What follows belongs to an exercise in optimizing a design on an open flow for small area, a short achievable clock period and few clock cycles per item; a production flow would make more cautious choices.
Where RTL was checked, it was by simulation tests only, not by an equivalence proof against the original.

==> 12-18: inputs <==
## semi_discrete_ot_averaged_sgd
module semi_discrete_ot_averaged_sgd #(
   parameter int ROWS        = sdot_pkg::DEF_ROWS,
   parameter int MAX_COLUMNS = sdot_pkg::DEF_MAX_COLUMNS
) (
   input  logic             clock,
   input  logic             reset,
   input  logic             req_valid,
   output logic             req_stall,
   input  logic [31:0]      req_cost,
   input  logic             req_final_column,
   output logic             rsp_valid,
   input  logic             rsp_stall,
   output logic [3:0]       rsp_potential_index,
   output logic [31:0]      rsp_potential_value,
   output logic             rsp_last_of_run,
   input  logic             csr_write,
   input  logic [sdot_pkg::IDX_W-1:0] csr_index,
   input  logic [sdot_pkg::CSR_W-1:0] csr_data
);
   localparam int L    = 5;                                
   localparam int M    = 16 - L;                           
   localparam int RSPC = 3;                                
  ...
==> flow/config.mk <==
export PLATFORM = sky130hd
export DESIGN_NAME = semi_discrete_ot_averaged_sgd
export DESIGN_NICKNAME = semi_discrete_ot_averaged_sgd
export VERILOG_FILES = /design/flow/design.v
export SDC_FILE = /design/flow/constraint.sdc
export NUM_CORES = 4
export LEC_CHECK = 0
export CAP_MARGIN = 20
export CORE_MARGIN = 2
export CORE_UTILIZATION = 55
export PLACE_DENSITY = 0.68
export SETUP_SLACK_MARGIN = 5.0
export SLEW_MARGIN = 20
==> flow/constraint.sdc <==
create_clock -name core_clock -period 11.0 [get_ports {clock}]
set_input_delay 2.2000 -clock core_clock [delete_from_list [all_inputs] [get_ports {clock}]]
set_output_delay 2.2000 -clock core_clock [all_outputs]
set_load 0.01 [all_outputs]
run.sh (not shown) runs the stock make flow with config.mk's settings and CLKGATE_MAP_FILE= SYNTH_SCRIPT=/design/flow/synth_recipe.tcl, a recipe that flattens the netlist after the stock synthesis.
==> inputs of 09-20, as changes to 12-18 <==
--- a/flow/design.v
+++ b/flow/design.v
@@ -145,14 +145,12 @@
    end
    wire csr_gain = csr_write && (csr_index == CSR_STEP_GAIN);
    wire csr_riu  = csr_write && (csr_index == CSR_ROWS_IN_USE);
    logic [4:0]  hr;                  
    logic        ib_v, ib_fin;        
    logic [31:0] ib_cost;
-   logic        ib1_v, ib1_fin;      
-   logic [31:0] ib1_cost;
    logic [19:0] k_cnt;               
    logic        k0, k1;              
    logic [19:0] k_nx;
    logic [3:0]  cur_row;             
    logic        fl_act;              
    logic        fl_z;                
@@ -252,14 +250,13 @@
       k_nx   = k_cnt;
       if (acc && (hr == qm1)) begin
          if (ib_fin)              k_nx = 20'd0;
          else if (k_cnt != NMAX)  k_nx = k_cnt + 20'd1;
       end
    end
-   assign req_stall = ib1_v;
-   wire   ib_in     = req_valid && !ib1_v;
+   assign req_stall = ib_v && !acc;
    logic        sel2, take2, ltp, ltm;
    logic [31:0] dsel2, cp2, cm2;
    logic [32:0] dfp, dfm, diff2, x2, xb2;
    logic [31:0] ax2;
    logic        neg2;
    always_comb begin
@@ -417,13 +414,12 @@
          q          <= 5'd16;
          qm1        <= 5'd15;
          per        <= 5'd16;
          meff       <= 5'(16 - L);
          hr         <= 5'd0;
          ib_v       <= 1'b0;
-         ib1_v      <= 1'b0;
          k_cnt      <= 20'd0;
          k0         <= 1'b1;
          k1         <= 1'b0;
          cur_row    <= 4'd0;
          fl_act     <= 1'b0;
          fl_z       <= 1'b0;
@@ -439,19 +435,13 @@
             qm1  <= q_n - 5'd1;
             per  <= (q_n > 5'(L)) ? q_n : 5'(L);
             meff <= (q_n > 5'(L)) ? (q_n - 5'(L)) : 5'd0;
          end
          if (csr_riu || (hr == per - 5'd1)) hr <= 5'd0;
          else                               hr <= hr + 5'd1;
-         if (acc) begin
-            ib_v  <= ib1_v || ib_in;
-            ib1_v <= 1'b0;
-         end else if (ib_in) begin
-            if (ib_v) ib1_v <= 1'b1;
-            else      ib_v  <= 1'b1;
-         end
+         if (!ib_v || acc) ib_v <= req_valid;
          k_cnt <= k_nx;
          k0    <= (k_nx == 20'd0);
          k1    <= (k_nx == 20'd1);
          if (fl_go) begin
             fl_ptr <= fl_ptr + 5'd1;
             if (fl_ptr == qm1) fl_act <= 1'b0;
@@ -481,23 +471,16 @@
             out_ptr <= 5'd0;
             ft_ptr  <= 5'd0;
          end
       end
    end
    always_ff @(posedge clock) begin
-      if (acc && ib1_v) begin
-         ib_cost <= ib1_cost;
-         ib_fin  <= ib1_fin;
-      end else if (!ib_v || acc) begin
+      if (!ib_v || acc) begin
          ib_cost <= req_cost;
          ib_fin  <= req_final_column;
       end
-      if (ib_v && !acc && !ib1_v) begin
-         ib1_cost <= req_cost;
-         ib1_fin  <= req_final_column;
-      end
       if (uload) begin
          u_rise <= e_rise;
          u_rme  <= e_rme;
          u_m    <= r_m;
          u_l    <= r_l;
       end
CORE_UTILIZATION = 40   (was 55)
PLACE_DENSITY = 0.6   (was 0.68)
==> comparison table <==
metric                                                                 12-18           09-20
Outcome                                                       finished clean  finished clean
Xor-xnor portion of the synthesized cell area                         7.621%          7.740%
Worst path bufs/invs                                                       6               5
Aggregate routed wire length                                       409700 um       411600 um
Effective utilization at floorplan                                    55.41%          40.17%
Share of cell area taken by multi-input logic gates                   54.24%          53.98%
Initial DRC Count                                                      10350            8324
Aggregate global-route resource usage                                 31.93%          23.30%
Maximum number of pins on one net before global-route repair             109             103
Core region area                                                  0.2462 mm2      0.3363 mm2
Testbench counts of 12-18, summed over its fixed seeds: cycles 5,021, columns 374.
Testbench counts of 09-20, summed over its fixed seeds: cycles 5,021, columns 374.


==> inputs of branch indigo <==
Another version of the RTL of semi_discrete_ot_averaged_sgd (not shown whole).
## semi_discrete_ot_averaged_sgd
module semi_discrete_ot_averaged_sgd #(
   parameter int ROWS        = sdot_pkg::DEF_ROWS,
   parameter int MAX_COLUMNS = sdot_pkg::DEF_MAX_COLUMNS
) (
   input  logic             clock,
   input  logic             reset,
   input  logic             req_valid,
   output logic             req_stall,
   input  logic [31:0]      req_cost,
   input  logic             req_final_column,
   output logic             rsp_valid,
   input  logic             rsp_stall,
   output logic [3:0]       rsp_potential_index,
   output logic [31:0]      rsp_potential_value,
   output logic             rsp_last_of_run,
   input  logic             csr_write,
   input  logic [sdot_pkg::IDX_W-1:0] csr_index,
   input  logic [sdot_pkg::CSR_W-1:0] csr_data
);
Settings: LEC_CHECK=0, CAP_MARGIN=20, CORE_MARGIN=2, CORE_UTILIZATION=40, PLACE_DENSITY=0.6, SETUP_SLACK_MARGIN=3.0, SLEW_MARGIN=20; clock period 11.0 ns.
==> inputs of branch amber, as changes to branch indigo <==
--- a/flow/design.v
+++ b/flow/design.v
@@ -181,16 +181,14 @@
    logic        neg5, act5, fl5;
    logic [M-1:0][31:0] f_d;
    logic [M-1:0][31:0] f_v;
    logic        rsp_v_ff, rsp_last_ff;
    logic [3:0]  rsp_idx_ff;
    logic [31:0] rsp_val_ff;
-   logic [47:0] g2;
-   logic        g2_vld, gm_busy;
-   logic [23:0] gm_sr;
-   logic [4:0]  gm_cnt;
+   logic [47:0] g2;                  
+   logic        g2_vld, gsq3, gsq4;
    logic [19:0] en_idx, en_n;
    logic [21:0] en_n3;
    logic [1:0]  en_st;               
    logic [19:0] en_r1, en_r2;
    logic [3:0]  en_p, en_nib, en_rc, en_nb;
    logic        en_nibv, en_last, en_sd;
@@ -360,17 +358,17 @@
       dm2  <= dm;
       v2   <= vin;
       c2   <= ib_cost;
       m2   <= m_e;
       l2   <= l_e;
       row2 <= hr;
-      ax3    <= ax2;
+      ax3    <= csr_gain ? {8'd0, csr_data} : ax2;
       neg3_r <= neg2;
       d3     <= dsel2;
       v3     <= v2;
-      m3     <= m2;
+      m3     <= csr_gain ? {8'd0, csr_data} : m2;
       l3     <= l2;
       row3   <= row2;
       ps4  <= pt6[0];
       pc4  <= pt6[1];
       neg4 <= neg3_r;
       d4   <= d3;
@@ -514,22 +512,12 @@
       t3 = {1'b0, rs} - {1'b0, n3};
       if (!t3[22])      div4 = {2'd3, t3[19:0]};
       else if (!t2[22]) div4 = {2'd2, t2[19:0]};
       else if (!t1[22]) div4 = {2'd1, t1[19:0]};
       else              div4 = {2'd0, rs[19:0]};
    endfunction
-   logic [47:0] gm_acc_n;
-   logic [23:0] gm_sr_n;
-   always_comb begin
-      gm_acc_n = g2;
-      gm_sr_n  = gm_sr;
-      for (int i = 0; i < 2; i++) begin
-         gm_acc_n = {gm_acc_n[46:0], 1'b0} + (gm_sr_n[23] ? {24'd0, gain_ff} : 48'd0);
-         gm_sr_n  = {gm_sr_n[22:0], 1'b0};
-      end
-   end
    logic [3:0] g2_skip;
    always_comb begin
       g2_skip = 4'd11;
       for (int i = 10; i >= 0; i--) if (g2[47-4*i -: 4] != 4'd0) g2_skip = 4'(i);
    end
    logic [3:0]  gn_nib;
@@ -600,29 +588,22 @@
    wire [31:0] m_fin   = (en_rc == 4'd8) ? (en_m + {31'd0, (en_r2 != 20'd0)}) : en_m;
    wire        dq_take = dq_free && (en_fin || (en_st == 2'd3));
    wire        en_go   = ((en_st == 2'd0) || dq_take) && ((en_idx == 20'd1) || g2_vld);
    wire        e_take  = dq_rdy && !e_vld;
    always_ff @(posedge clock) begin
       if (reset) begin
-         g2      <= 48'd1 << 32;
-         g2_vld  <= 1'b1;
-         gm_busy <= 1'b0;
-      end else if (csr_gain) begin
-         g2      <= 48'd0;
-         g2_vld  <= 1'b0;
-         gm_busy <= 1'b1;
-         gm_sr   <= csr_data[23:0];
-         gm_cnt  <= 5'd0;
-      end else if (gm_busy) begin
-         g2     <= gm_acc_n;
-         gm_sr  <= gm_sr_n;
-         gm_cnt <= gm_cnt + 5'd1;
-         if (gm_cnt == 5'd11) begin
-            gm_busy <= 1'b0;
-            g2_vld  <= 1'b1;
-         end
+         g2     <= 48'd1 << 32;
+         g2_vld <= 1'b1;
+         gsq3   <= 1'b0;
+         gsq4   <= 1'b0;
+      end else begin
+         gsq3 <= csr_gain;
+         gsq4 <= gsq3;
+         if (gsq4) g2 <= {sum4[47:32] - gain_ff[15:0], sum4[31:0]};
+         if (csr_gain || gsq3) g2_vld <= 1'b0;
+         else if (gsq4)        g2_vld <= 1'b1;
       end
       if (restart) begin
          en_idx  <= 20'd1;
          en_st   <= 2'd0;
          dq_busy <= 1'b0;
          dq_rdy  <= 1'b0;
==> flow/flow/run.sh (new file) <==
#!/bin/bash
set -euo pipefail
bash standard.sh SETUP_SLACK_MARGIN=6.0 finish > standard_flow.log 2>&1
==> flow/standard.sh (new file) <==
#!/bin/bash
# synth_recipe.tcl (not shown) runs the flow's synth.tcl, then flattens the netlist and writes it again
# the make line also repeats each setting of config.mk as NAME=value (left out here)
make -C /OpenROAD-flow-scripts/flow DESIGN_CONFIG=/design/flow/config.mk WORK_HOME=/design/flow/orfs CLKGATE_MAP_FILE= SYNTH_SCRIPT=/design/flow/synth_recipe.tcl "${@:-finish}"
Settings changed: SETUP_SLACK_MARGIN 3.0 to not set.
removed: flow/run.sh
==> inputs of branch yarrow, as changes to branch indigo <==
--- a/flow/design.v
+++ b/flow/design.v
@@ -117,18 +117,41 @@
    input  logic [sdot_pkg::CSR_W-1:0] csr_data
 );
    localparam int L    = 5;                                
    localparam int M    = 16 - L;                           
    localparam int RSPC = 3;                                
    localparam logic [19:0] NMAX = 20'd1048575;
-   localparam logic [65:0] BK  = 66'h15555555600000000;    
+   localparam logic [49:0] BK  = 50'h1555600000000;        
    function automatic logic [31:0] sat32_l(input logic signed [33:0] x);
       if (x > 34'sh0_7FFF_FFFF)       sat32_l = 32'h7FFF_FFFF;
       else if (x < -34'sh0_8000_0000) sat32_l = 32'h8000_0000;
       else                            sat32_l = x[31:0];
    endfunction
+   function automatic logic [47:0] bmul(input logic [31:0] x, input logic [15:0] y);
+      logic [18:0] yx;
+      logic [33:0] mag, pp;
+      logic        b0, b1, b2, ng, one, two;
+      logic [49:0] acc, negv;
+      yx   = {2'b00, y, 1'b0};
+      acc  = BK;
+      negv = 50'd0;
+      for (int i = 0; i < 9; i++) begin
+         b0  = yx[2*i];
+         b1  = yx[2*i+1];
+         b2  = yx[2*i+2];
+         ng  = b2 && !(b1 && b0);
+         one = b1 ^ b0;
+         two = (b2 && !b1 && !b0) || (!b2 && b1 && b0);
+         mag = one ? {2'b00, x} : (two ? {1'b0, x, 1'b0} : 34'd0);
+         pp  = ng ? ~mag : mag;
+         acc = acc + ({16'd0, !pp[33], pp[32:0]} << (2 * i));
+         negv[2*i] = ng;
+      end
+      acc  = acc + negv;
+      bmul = acc[47:0];
+   endfunction
    function automatic logic neg3(input logic [34:0] a, input logic [34:0] b, input logic [34:0] c);
       logic [34:0] nb, nc, s, cy, r;
       nb   = ~b;
       nc   = ~c;
       s    = a ^ nb ^ nc;
       cy   = ((a & nb) | (a & nc) | (nb & nc)) << 1;
@@ -169,14 +192,14 @@
    logic [31:0] dp2, dm2, v2, c2, m2;
    logic [4:0]  l2, row2;
    logic        act2, cst2, col1_2, fl2, last2;
    logic [31:0] ax3, d3, v3, m3;
    logic [4:0]  l3, row3;
    logic        neg3_r, act3, fl3;
-   logic [65:0] ps4, pc4;                
-   logic [31:0] d4, v4;
+   logic [47:0] plo4, phi4;
+   logic [31:0] ax4, d4, v4;
    logic [4:0]  l4, row4;
    logic        neg4, act4, fl4;
    logic [31:0] quo5, d5, v5;
    logic [4:0]  row5;
    logic        neg5, act5, fl5;
    logic [M-1:0][31:0] f_d;
@@ -274,71 +297,18 @@
       dsel2 = sel2 ? dm2 : dp2;
       x2    = {dsel2[31], dsel2} - {v2[31], v2};
       xb2   = {v2[31], v2} - {dsel2[31], dsel2};
       neg2  = x2[32];
       ax2   = neg2 ? xb2[31:0] : x2[31:0];
    end
-   logic [17:0][65:0] pt0;
-   logic [11:0][65:0] pt1;
-   logic [7:0][65:0]  pt2;
-   logic [5:0][65:0]  pt3;
-   logic [3:0][65:0]  pt4;
-   logic [2:0][65:0]  pt5;
-   logic [1:0][65:0]  pt6;
-   always_comb begin : b_booth
-      logic [34:0] mx;
-      logic [33:0] mag, pp;
-      logic        b0, b1, b2, ng, one, two;
-      logic [65:0] negv;
-      mx   = {2'b01, m3, 1'b0};
-      negv = 66'd0;
-      for (int i = 0; i < 17; i++) begin
-         b0  = mx[2*i];
-         b1  = mx[2*i+1];
-         b2  = mx[2*i+2];
-         ng  = b2 && !(b1 && b0);
-         one = b1 ^ b0;
-         two = (b2 && !b1 && !b0) || (!b2 && b1 && b0);
-         mag = one ? {2'b00, ax3} : (two ? {1'b0, ax3, 1'b0} : 34'd0);
-         pp  = ng ? ~mag : mag;
-         pt0[i]    = {32'd0, !pp[33], pp[32:0]} << (2 * i);
-         negv[2*i] = ng;
-      end
-      pt0[17] = BK | negv;
-   end
-   always_comb begin : b_tree
-      for (int g = 0; g < 6; g++) begin
-         pt1[2*g]   = pt0[3*g] ^ pt0[3*g+1] ^ pt0[3*g+2];
-         pt1[2*g+1] = ((pt0[3*g] & pt0[3*g+1]) | (pt0[3*g] & pt0[3*g+2]) | (pt0[3*g+1] & pt0[3*g+2])) << 1;
-      end
-      for (int g = 0; g < 4; g++) begin
-         pt2[2*g]   = pt1[3*g] ^ pt1[3*g+1] ^ pt1[3*g+2];
-         pt2[2*g+1] = ((pt1[3*g] & pt1[3*g+1]) | (pt1[3*g] & pt1[3*g+2]) | (pt1[3*g+1] & pt1[3*g+2])) << 1;
-      end
-      for (int g = 0; g < 2; g++) begin
-         pt3[2*g]   = pt2[3*g] ^ pt2[3*g+1] ^ pt2[3*g+2];
-         pt3[2*g+1] = ((pt2[3*g] & pt2[3*g+1]) | (pt2[3*g] & pt2[3*g+2]) | (pt2[3*g+1] & pt2[3*g+2])) << 1;
-      end
-      pt3[4] = pt2[6];
-      pt3[5] = pt2[7];
-      for (int g = 0; g < 2; g++) begin
-         pt4[2*g]   = pt3[3*g] ^ pt3[3*g+1] ^ pt3[3*g+2];
-         pt4[2*g+1] = ((pt3[3*g] & pt3[3*g+1]) | (pt3[3*g] & pt3[3*g+2]) | (pt3[3*g+1] & pt3[3*g+2])) << 1;
-      end
-      pt5[0] = pt4[0] ^ pt4[1] ^ pt4[2];
-      pt5[1] = ((pt4[0] & pt4[1]) | (pt4[0] & pt4[2]) | (pt4[1] & pt4[2])) << 1;
-      pt5[2] = pt4[3];
-      pt6[0] = pt5[0] ^ pt5[1] ^ pt5[2];
-      pt6[1] = ((pt5[0] & pt5[1]) | (pt5[0] & pt5[2]) | (pt5[1] & pt5[2])) << 1;
-   end
    logic [65:0] sum4;
    logic [32:0] t4;
    logic [31:0] quo4, t_v;
    logic        t_cand, t_ld;
    always_comb begin
-      sum4 = ps4 + pc4;
+      sum4 = {2'b00, ax4, 32'd0} + {2'b00, phi4, 16'd0} + {18'd0, plo4};
       t4   = sum4[64:32];
       quo4 = 32'(t4 >> l4);
       if (!act5)     t_v = v5;
       else if (neg5) t_v = v5 - quo5;
       else           t_v = v5 + quo5;
       t_cand = out_act && (row5 == out_ptr) && (fl5 || (row5 < ft_ptr));
@@ -367,14 +337,15 @@
       neg3_r <= neg2;
       d3     <= dsel2;
       v3     <= v2;
       m3     <= m2;
       l3     <= l2;
       row3   <= row2;
-      ps4  <= pt6[0];
-      pc4  <= pt6[1];
+      plo4 <= bmul(ax3, m3[15:0]);
+      phi4 <= bmul(ax3, m3[31:16]);
+      ax4  <= ax3;
       neg4 <= neg3_r;
       d4   <= d3;
       v4   <= v3;
       l4   <= l3;
       row4 <= row3;
       quo5 <= quo4;
==> notes <==
Die area: branch yarrow > branch indigo > branch amber.
Global-route usage: branch yarrow < branch indigo < branch amber.
Maximum frequency, lowest first: branch yarrow, branch indigo, branch amber.
Flip-flop and latch count: branch indigo > branch yarrow > branch amber.
Testbench counts of branch amber, summed over its fixed seeds: cycles 5,021, columns 374.
The RTL of branch indigo and branch yarrow was laid out without a check of its function.

[static timing again, ports no longer ideal]
Ports are ideal in the flow. The routed layouts listed here were re-timed in OpenROAD. Step 1 sets driving cells, clkbuf_16 on the clock port and buf_2 on the other inputs (assumed; they add their load-dependent delay and slew). Step 2 moves the port delays by t, midway between the first and last clock arrival at a register: inputs arrive t later, outputs are due t later. That takes back most of the time a late clock gives input paths. Slacks: no drivers / after step 1 / after step 2; pairs: no drivers / after step 1.
run | shift t [ns] | slack for setup (ns) | worst hold slack (ns)
12-18 | 0.964 | 4.545 / 4.545 / 4.545 | 0.287 / 0.287 / 0.287
09-20 | 1.016 | 5.091 / 5.077 / 5.091 | 0.266 / 0.266 / 0.266
branch indigo | 1.000 | 3.414 / 3.414 / 3.414 | 0.247 / 0.247 / 0.247
branch amber | 1.006 | 5.200 / 5.200 / 5.200 | 0.259 / 0.259 / 0.259
branch yarrow | 0.980 | 3.377 / 3.377 / 3.377 | 0.287 / 0.287 / 0.287
After both steps every run listed still meets setup and hold.
